Background: an optimization exercise with open tools, aiming at small area, a short achievable clock period and few clock cycles per item. Do not read the settings as production practice. Where RTL was checked, it was by simulation tests only, not by an equivalence proof against the original.

Design rgb_to_hue_saturation_top, start of the top module:
module rgb_to_hue_saturation_top (
    input  logic       i_clk,
    input  logic       i_rst_n,
    input  logic       i_valid,
    output logic       o_ready,
    input  logic [7:0] i_red,
    input  logic [7:0] i_green,
    input  logic [7:0] i_blue,
    output logic       o_valid,
    input  logic       i_ready,
    output logic [7:0] o_hue,
    output logic [7:0] o_saturation
);
clock: 5.5 ns
lec_check: 0
cap_margin: 20
core_margin: 2
core_utilization: 40
cts_buf_list: sky130_fd_sc_hd__clkbuf_4 sky130_fd_sc_hd__clkbuf_8
cts_cluster_diameter: 80
cts_cluster_size: 20
setup_slack_margin: 2.6
slew_margin: 20
run.sh (not shown) runs the stock make flow with config.mk's settings and CLKGATE_MAP_FILE= SYNTH_SCRIPT=/design/flow/synth_recipe.tcl, a recipe that flattens the netlist after the stock synthesis.
Edit:
ABC_CLOCK_PERIOD_IN_PS = 3000   (was not set)
CTS_CLUSTER_DIAMETER = not set   (was 80)
CTS_CLUSTER_SIZE = not set   (was 20)
SETUP_SLACK_MARGIN = 2.5   (was 2.6)
The new run completed without violations. Cell area increases by 0.76%. Global-route usage goes up by 0.22 points. Routed wire length goes up by 0.72%. Clock-buffer cell count is higher by 61.
No run of this note included a check of the RTL's function; only the layout flow was run.

* * *

rgb_to_hue_saturation_top, a different RTL version from the one above (not shown whole).
For scale: ~1,900 cells after synthesis, ~410 flip-flops, ~46 I/O pins, about 23,000 sq um of cells after synthesis.
clock: 5.5 ns
lec_check: 0
cap_margin: 20
core_margin: 2
core_utilization: 40
cts_buf_list: sky130_fd_sc_hd__clkbuf_4 sky130_fd_sc_hd__clkbuf_8
cts_cluster_diameter: 80
cts_cluster_size: 20
setup_slack_margin: 2.55
slew_margin: 20
Testbench counts at the start, summed over its fixed seeds: cycles 16,080, items 16,000.
Next try:
--- a/flow/config.mk
+++ b/flow/config.mk
@@ -7,0 +8 @@
+export ABC_CLOCK_PERIOD_IN_PS = 2400
@@ -14 +15 @@
-export SETUP_SLACK_MARGIN = 2.55
+export SETUP_SLACK_MARGIN = 2.5
Outcome: The changed run finished with timing, DRC and antenna clean; routed wire length fell by 0.56%; setup slack is worse by 0.043 ns; synthesized area stays the same; sequential share of layout area came out higher by 0.65 points; synthesized cell count is unchanged; non-clock buffer count goes down by 22; flip-flop and latch count is unchanged.
Next try:
--- a/flow/config.mk
+++ b/flow/config.mk
@@ -8 +8 @@
-export ABC_CLOCK_PERIOD_IN_PS = 2400
+export ABC_CLOCK_PERIOD_IN_PS = 3300
@@ -15 +15 @@
-export SETUP_SLACK_MARGIN = 2.5
+export SETUP_SLACK_MARGIN = 2.2
Outcome:
- The changed run completed without violations
- clock-buffer cell count went up by 4
- area after synthesis stays the same
Next try:
--- a/flow/config.mk
+++ b/flow/config.mk
@@ -8 +7,0 @@
-export ABC_CLOCK_PERIOD_IN_PS = 3300
@@ -15 +14 @@
-export SETUP_SLACK_MARGIN = 2.2
+export SETUP_SLACK_MARGIN = 2.4
What happened:
- The new run produced a clean layout
- worst setup slack improved by 0.20 ns
- fmax went up by 6.7%

* * *

rgb_to_hue_saturation_top again, from the RTL that the note above started with.
Settings: LEC_CHECK=0, CAP_MARGIN=20, CORE_MARGIN=2, CORE_UTILIZATION=40, CTS_BUF_LIST=sky130_fd_sc_hd__clkbuf_4 sky130_fd_sc_hd__clkbuf_8, CTS_CLUSTER_DIAMETER=80, CTS_CLUSTER_SIZE=20, SETUP_SLACK_MARGIN=2.6, SLEW_MARGIN=20, TNS_END_PERCENT=20; clock period 5.5 ns.
Testbench counts at the start, summed over its fixed seeds: cycles 16,080, items 16,000.
Rerun with:
--- a/flow/config.mk
+++ b/flow/config.mk
@@ -10 +10 @@
-export CORE_UTILIZATION = 40
+export CORE_UTILIZATION = 55
@@ -13,0 +14 @@
+export PLACE_DENSITY = 0.8
@@ -16 +16,0 @@
-export TNS_END_PERCENT = 20
Result: Routed wire length rises by 0.89%; design area falls by 0.99%; utilization rises by 17 points; register-to-register slack degrades by 90 ps.
Rerun with:
--- a/flow/config.mk
+++ b/flow/config.mk
@@ -10 +10 @@
-export CORE_UTILIZATION = 55
+export CORE_UTILIZATION = 40
@@ -14,2 +14 @@
-export PLACE_DENSITY = 0.8
-export SETUP_SLACK_MARGIN = 2.6
+export SETUP_SLACK_MARGIN = 2.8
Effect: Global-route usage came out lower by 4.2 points. Synthesized area stays the same. Fmax went up by 5.6%. Clock-buffer cell count went up by 4. Final cell count goes up by 10%. Setup slack gets better by 160 ps. Clock skew falls by 9.4 ps.
Rerun with:
--- a/flow/config.mk
+++ b/flow/config.mk
@@ -15,0 +16 @@
+export TNS_END_PERCENT = 5
=> The new run went through all stages and came out clean. Flip-flop and latch count does not change. Synthesized area stays the same. Die area is unchanged. Cell count shrinks by 1.3%.
Rerun with:
--- a/flow/config.mk
+++ b/flow/config.mk
@@ -14 +14 @@
-export SETUP_SLACK_MARGIN = 2.8
+export SETUP_SLACK_MARGIN = 2.6
@@ -16 +15,0 @@
-export TNS_END_PERCENT = 5
The new run went through all stages and came out clean.
Routed wire length fell by 1.1%.
Utilization falls by 0.12 points.
Flip-flop and latch count stays the same.
Worst setup slack gains 61 ps.
Critical path depth is lower by 3.
Synthesized area stays the same.
Clock skew went down by 5.9 ps.
Synthesized cell count does not change.
Rerun with:
--- a/flow/config.mk
+++ b/flow/config.mk
@@ -7,0 +8 @@
+export ABC_CLOCK_PERIOD_IN_PS = 3000
@@ -11 +12 @@
-export CTS_BUF_LIST = sky130_fd_sc_hd__clkbuf_4 sky130_fd_sc_hd__clkbuf_8
+export CTS_BUF_LIST = sky130_fd_sc_hd__clkbuf_8 sky130_fd_sc_hd__clkbuf_16
@@ -13,2 +14,2 @@
-export CTS_CLUSTER_SIZE = 20
-export SETUP_SLACK_MARGIN = 2.6
+export CTS_CLUSTER_SIZE = 24
+export SETUP_SLACK_MARGIN = 2.5
=>
- design area hardly moves
- utilization barely changes
- hold slack barely changes
- synthesized cell count is unchanged
- synthesized area is unchanged
- clock-buffer cell count drops by 8
- register-to-register slack loses 80 ps

* * *

Another version of the RTL of rgb_to_hue_saturation_top (not shown whole).
Size: ~1,900 cells after synthesis, ~410 flip-flops, ~46 I/O pins, ~22,000 um2 of cells after synthesis.
clock: 5.5 ns
lec_check: 0
abc_clock_period_in_ps: 3000
cap_margin: 20
core_margin: 2
core_utilization: 40
cts_buf_list: sky130_fd_sc_hd__clkbuf_4 sky130_fd_sc_hd__clkbuf_8
setup_slack_margin: 2.5
slew_margin: 20
The starting point ran to the end with no violations.
==> next run, changes <==
Settings changed: ABC_CLOCK_PERIOD_IN_PS 3000 to 2750, SETUP_SLACK_MARGIN 2.5 to 2.75.
The changed run completed with no timing, DRC or antenna violations.
Hold slack is better by 8.5 ps.
Register-to-register slack is better by 20 ps.
Clock-buffer cell count went down by 5.
Routed wire length came out higher by a few percent.
Non-clock buffer count grows by 55.
Design area came out higher by a few percent.
Final cell count increases slightly.
No functional check of the RTL was part of any run of this note.

* * *

rgb_to_hue_saturation_top with an RTL version that a note above also has.
Size in the first run: ~1900 cells after synthesis, ~410 flip-flops, ~46 I/O pins.
export LEC_CHECK = 0
export CAP_MARGIN = 20
export CORE_MARGIN = 2
export CORE_UTILIZATION = 40
export CTS_BUF_LIST = sky130_fd_sc_hd__clkbuf_4 sky130_fd_sc_hd__clkbuf_8
export CTS_CLUSTER_DIAMETER = 80
export CTS_CLUSTER_SIZE = 20
export SETUP_SLACK_MARGIN = 3.1
export SLEW_MARGIN = 20
create_clock -name core_clock -period 5.5 [get_ports {i_clk}]
The starting point went through all stages and came out clean.
Testbench counts at the start, summed over its fixed seeds: cycles 16,080, items 16,000.
Next try:
Settings changed: ABC_CLOCK_PERIOD_IN_PS set to 3000, SETUP_SLACK_MARGIN 3.1 to 2.5.
The new run finished with timing, DRC and antenna clean.
Worst setup slack gets worse by 0.074 ns.
Final area decreases by 6.1%.
Global-route usage fell by 1.0 points.
Count of clock-buffer cells in the layout is lower by 5.
Routed wire length goes down by 7.5%.
Core utilization drops by 2.9 points.
Next try:
Settings changed: ABC_CLOCK_PERIOD_IN_PS 3000 to unset, SETUP_SLACK_MARGIN 2.5 to 2.7.
Utilization increases by 0.88 points.
Global-route usage increases by 0.45 points.
Final area increases by 2.0%.
Worst setup slack improved by 0.036 ns.
Cell count increases by 0.86%.
Critical path depth increases by 5.
Next try:
Settings changed: ABC_CLOCK_PERIOD_IN_PS set to 3600, SETUP_SLACK_MARGIN 2.7 to 2.5.
Result:
- The new run ran to the end with no violations
- final cell count decreases slightly
- cell area shrinks slightly
- wire length is lower by a few percent
- fmax came out lower slightly
- worst setup slack gets worse by 0.036 ns
- clock skew climbs by 0.015 ns

* * *

Another version of the RTL of rgb_to_hue_saturation_top (not shown whole).
Size: ~1900 cells after synthesis, about 430 flip-flops, about 46 I/O pins, about 23000 µm² of cells after synthesis.
==> flow/design.v (excerpt) <==
module rgb_to_hue_saturation_top (
    input  logic       i_clk,
    input  logic       i_rst_n,
    input  logic       i_valid,
    output logic       o_ready,
    input  logic [7:0] i_red,
    input  logic [7:0] i_green,
    input  logic [7:0] i_blue,
    output logic       o_valid,
    input  logic       i_ready,
    output logic [7:0] o_hue,
    output logic [7:0] o_saturation
);
    logic w_en;
    logic [10:0] r_vld;
    logic [0:0] w_c_rg_0;
    logic [0:0] w_c_rb_0;
    logic [0:0] w_c_gb_0;
    logic [7:0] r1_B;
    logic [7:0] r1_G;
    logic [7:0] r1_R;
    logic [0:0] r1_c_gb;
    logic [0:0] r1_c_rb;
    logic [0:0] r1_c_rg;
    logic [0:0] w_rmx_0;
    logic [0:0] w_gmx_0;
    logic [2:0] w_j_0;
    logic [7:0] w_vmx_0;
    logic [7:0] w_vmn_0;
    logic [7:0] w_vmd_0;
    logic [0:0] w_odd_0;
    logic [7:0] w_ra_0;
    logic [7:0] w_rb_0;
    logic [7:0] w_d_0;
    logic [7:0] w_rp_0;
    logic [0:0] w_nzd_0;
    logic [0:0] w_nzr_0;
    logic [7:0] w_mx_0;
    logic [7:0] r2_d;
    logic [2:0] r2_j;
    logic [7:0] r2_mx;
    logic [0:0] r2_nzd;
    logic [0:0] r2_nzr;
    logic [7:0] r2_rp;
    logic [2:0] w_cs_0;
    logic [2:0] w_ch_0;
    logic [0:0] w_hl1_0;
    logic [0:0] w_hl2_0;
    logic [0:0] w_hl3_0;
    logic [0:0] w_hl4_0;
    logic [0:0] w_hl5_0;
    logic [0:0] w_hl6_0;
    logic [8:0] w_hh9_0;
    logic [8:0] w_sh9_0;
    logic [9:0] w_hdf_0;
    logic [9:0] w_sdf_0;
    logic [0:0] w_hq7_0;
    logic [0:0] w_sq7_0;
    logic [7:0] w_hr7_0;
    logic [7:0] w_sr7_0;
    logic [8:0] w_hh9_1;
    logic [7:0] w_sr_0;
    logic [2:0] w_hm_0;
    logic [7:0] r3_d;
    logic [8:0] r3_hh9;
    logic [0:0] r3_hl1;
    logic [0:0] r3_hl2;
    logic [0:0] r3_hl3;
    logic [0:0] r3_hl4;
    logic [0:0] r3_hl5;
    logic [2:0] r3_hm;
    logic [2:0] r3_j;
    logic [7:0] r3_mx;
    logic [0:0] r3_sq7;
    logic [7:0] r3_sr;
    logic [8:0] w_sh9_1;
    logic [9:0] w_hdf_1;
    logic [9:0] w_sdf_1;
    logic [0:0] w_hq6_0;
    logic [0:0] w_sq6_0;
    logic [7:0] w_hr6_0;
    logic [7:0] w_sr6_0;
    logic [8:0] w_hh9_2;
    logic [7:0] w_sr_1;
    logic [3:0] w_hv6_0;
  ...
clock: 5.5 ns
lec_check: 0
cap_margin: 20
core_margin: 2
core_utilization: 40
cts_buf_list: sky130_fd_sc_hd__clkbuf_4 sky130_fd_sc_hd__clkbuf_8
cts_cluster_diameter: 80
cts_cluster_size: 20
setup_slack_margin: 2.6
slew_margin: 20
Change:
ABC_CLOCK_PERIOD_IN_PS = 3000   (was default)
CORE_UTILIZATION = 60   (was 40)
CTS_CLUSTER_DIAMETER = default   (was 80)
CTS_CLUSTER_SIZE = default   (was 20)
SETUP_SLACK_MARGIN = 2.5   (was 2.6)
Global-route usage came out higher by 7.7 points.
Sequential share of layout area fell by 0.30 points.
Die area fell by a quarter to a third.
Hold slack gets better by 8.3 ps.
Clock skew fell by 39 ps.
Critical path depth does not change.
No run of this note included a check of the RTL's function; only the layout flow was run.

* * *

Another version of the RTL of rgb_to_hue_saturation_top (not shown whole).
For scale: ~2000 cells after synthesis, ~460 flip-flops, roughly 46 I/O pins, roughly 25000 um^2 of cells after synthesis.
clock: 5.5 ns
lec_check: 0
abc_clock_period_in_ps: 3000
cap_margin: 20
core_margin: 2
core_utilization: 40
setup_slack_margin: 2.5
slew_margin: 20
Then changed:
- ABC_CLOCK_PERIOD_IN_PS: 3000 -> not set
- SETUP_SLACK_MARGIN: 2.5 -> not set
Result: The changed run finished clean. Synthesized cell count does not change. Global-route usage decreases by 0.88 points. Cell count decreases by 3.6%. Non-clock buffer count decreases by 106. Sequential share of layout area increases by 3.5 points.
No run of this note included a check of the RTL's function; only the layout flow was run.

[re-timing with driven ports]
The results above use ideal ports. As a check the final layouts listed here were re-extracted and re-timed, cells and wires unchanged. Step 1: set_driving_cell puts a clkbuf_16 on i_clk and a buf_2 on each other input, an assumption about the parent block. Step 2 moves the port delays by t, midway between the first and last clock arrival at a register: inputs arrive t later, outputs are due t later. That takes back most of the time a late clock gives input paths. Three values: ideal ports, drivers, drivers and shift; two values: the first two.
| run | shift t [ns] | slack for setup (ns) | clock arrival spread, ns | worst register clock-pin slew, ns |
|---|---|---|---|---|
| the first run of note 1 | 0.702 | 2.266 / 2.266 / 2.257 | 0.045 / 0.045 | 0.12 / 0.12 |
| the second run of note 1 | 0.677 | 2.438 / 2.438 / 2.302 | 0.036 / 0.036 | 0.06 / 0.06 |
| the first run of note 2 | 0.680 | 2.596 / 2.583 / 2.259 | 0.020 / 0.021 | 0.12 / 0.12 |
| the second run of note 2 | 0.687 | 2.552 / 2.533 / 2.384 | 0.039 / 0.038 | 0.12 / 0.12 |
| the third run of note 2 | 0.689 | 2.287 / 2.267 / 2.267 | 0.036 / 0.036 | 0.12 / 0.12 |
| the fourth run of note 2 | 0.703 | 2.488 / 2.470 / 2.367 | 0.027 / 0.026 | 0.12 / 0.12 |
| the first run of note 3 | 0.685 | 2.545 / 2.529 / 2.386 | 0.044 / 0.044 | 0.12 / 0.12 |
| the second run of note 3 | 0.651 | 2.454 / 2.454 / 2.386 | 0.043 / 0.043 | 0.12 / 0.12 |
| the third run of note 3 | 0.683 | 2.616 / 2.616 / 2.378 | 0.028 / 0.027 | 0.12 / 0.12 |
| the fourth run of note 3 | 0.686 | 2.556 / 2.556 / 2.389 | 0.043 / 0.043 | 0.12 / 0.12 |
| the fifth run of note 3 | 0.684 | 2.617 / 2.617 / 2.377 | 0.024 / 0.024 | 0.12 / 0.12 |
| the sixth run of note 3 | 0.635 | 2.534 / 2.515 / 2.374 | 0.035 / 0.035 | 0.09 / 0.09 |
| the first run of note 4 | 0.671 | 2.323 / 2.323 / 2.241 | 0.032 / 0.031 | 0.07 / 0.07 |
| the second run of note 4 | 0.671 | 2.345 / 2.345 / 2.217 | 0.029 / 0.029 | 0.06 / 0.06 |
| the first run of note 5 | 0.670 | 2.627 / 2.627 / 2.507 | 0.040 / 0.040 | 0.12 / 0.12 |
| the second run of note 5 | 0.687 | 2.552 / 2.533 / 2.384 | 0.039 / 0.038 | 0.12 / 0.12 |
| the third run of note 5 | 0.692 | 2.589 / 2.589 / 2.389 | 0.028 / 0.028 | 0.12 / 0.12 |
| the fourth run of note 5 | 0.687 | 2.552 / 2.533 / 2.384 | 0.039 / 0.038 | 0.12 / 0.12 |
| the first run of note 6 | 0.706 | 2.465 / 2.465 / 2.309 | 0.074 / 0.074 | 0.12 / 0.12 |
| the second run of note 6 | 0.655 | 2.503 / 2.503 / 2.222 | 0.030 / 0.030 | 0.06 / 0.06 |
| the first run of note 7 | 0.625 | 1.399 / 1.399 / 0.922 | 0.016 / 0.016 | 0.06 / 0.06 |
| the second run of note 7 | 0.633 | 0.689 / 0.719 / 0.086 | 0.031 / 0.031 | 0.06 / 0.06 |
After both steps setup and hold are still met in every run listed. The setup slack of the second run of note 7, which loses most, moves by +0.030 ns with the drivers and by -0.603 ns with both steps.
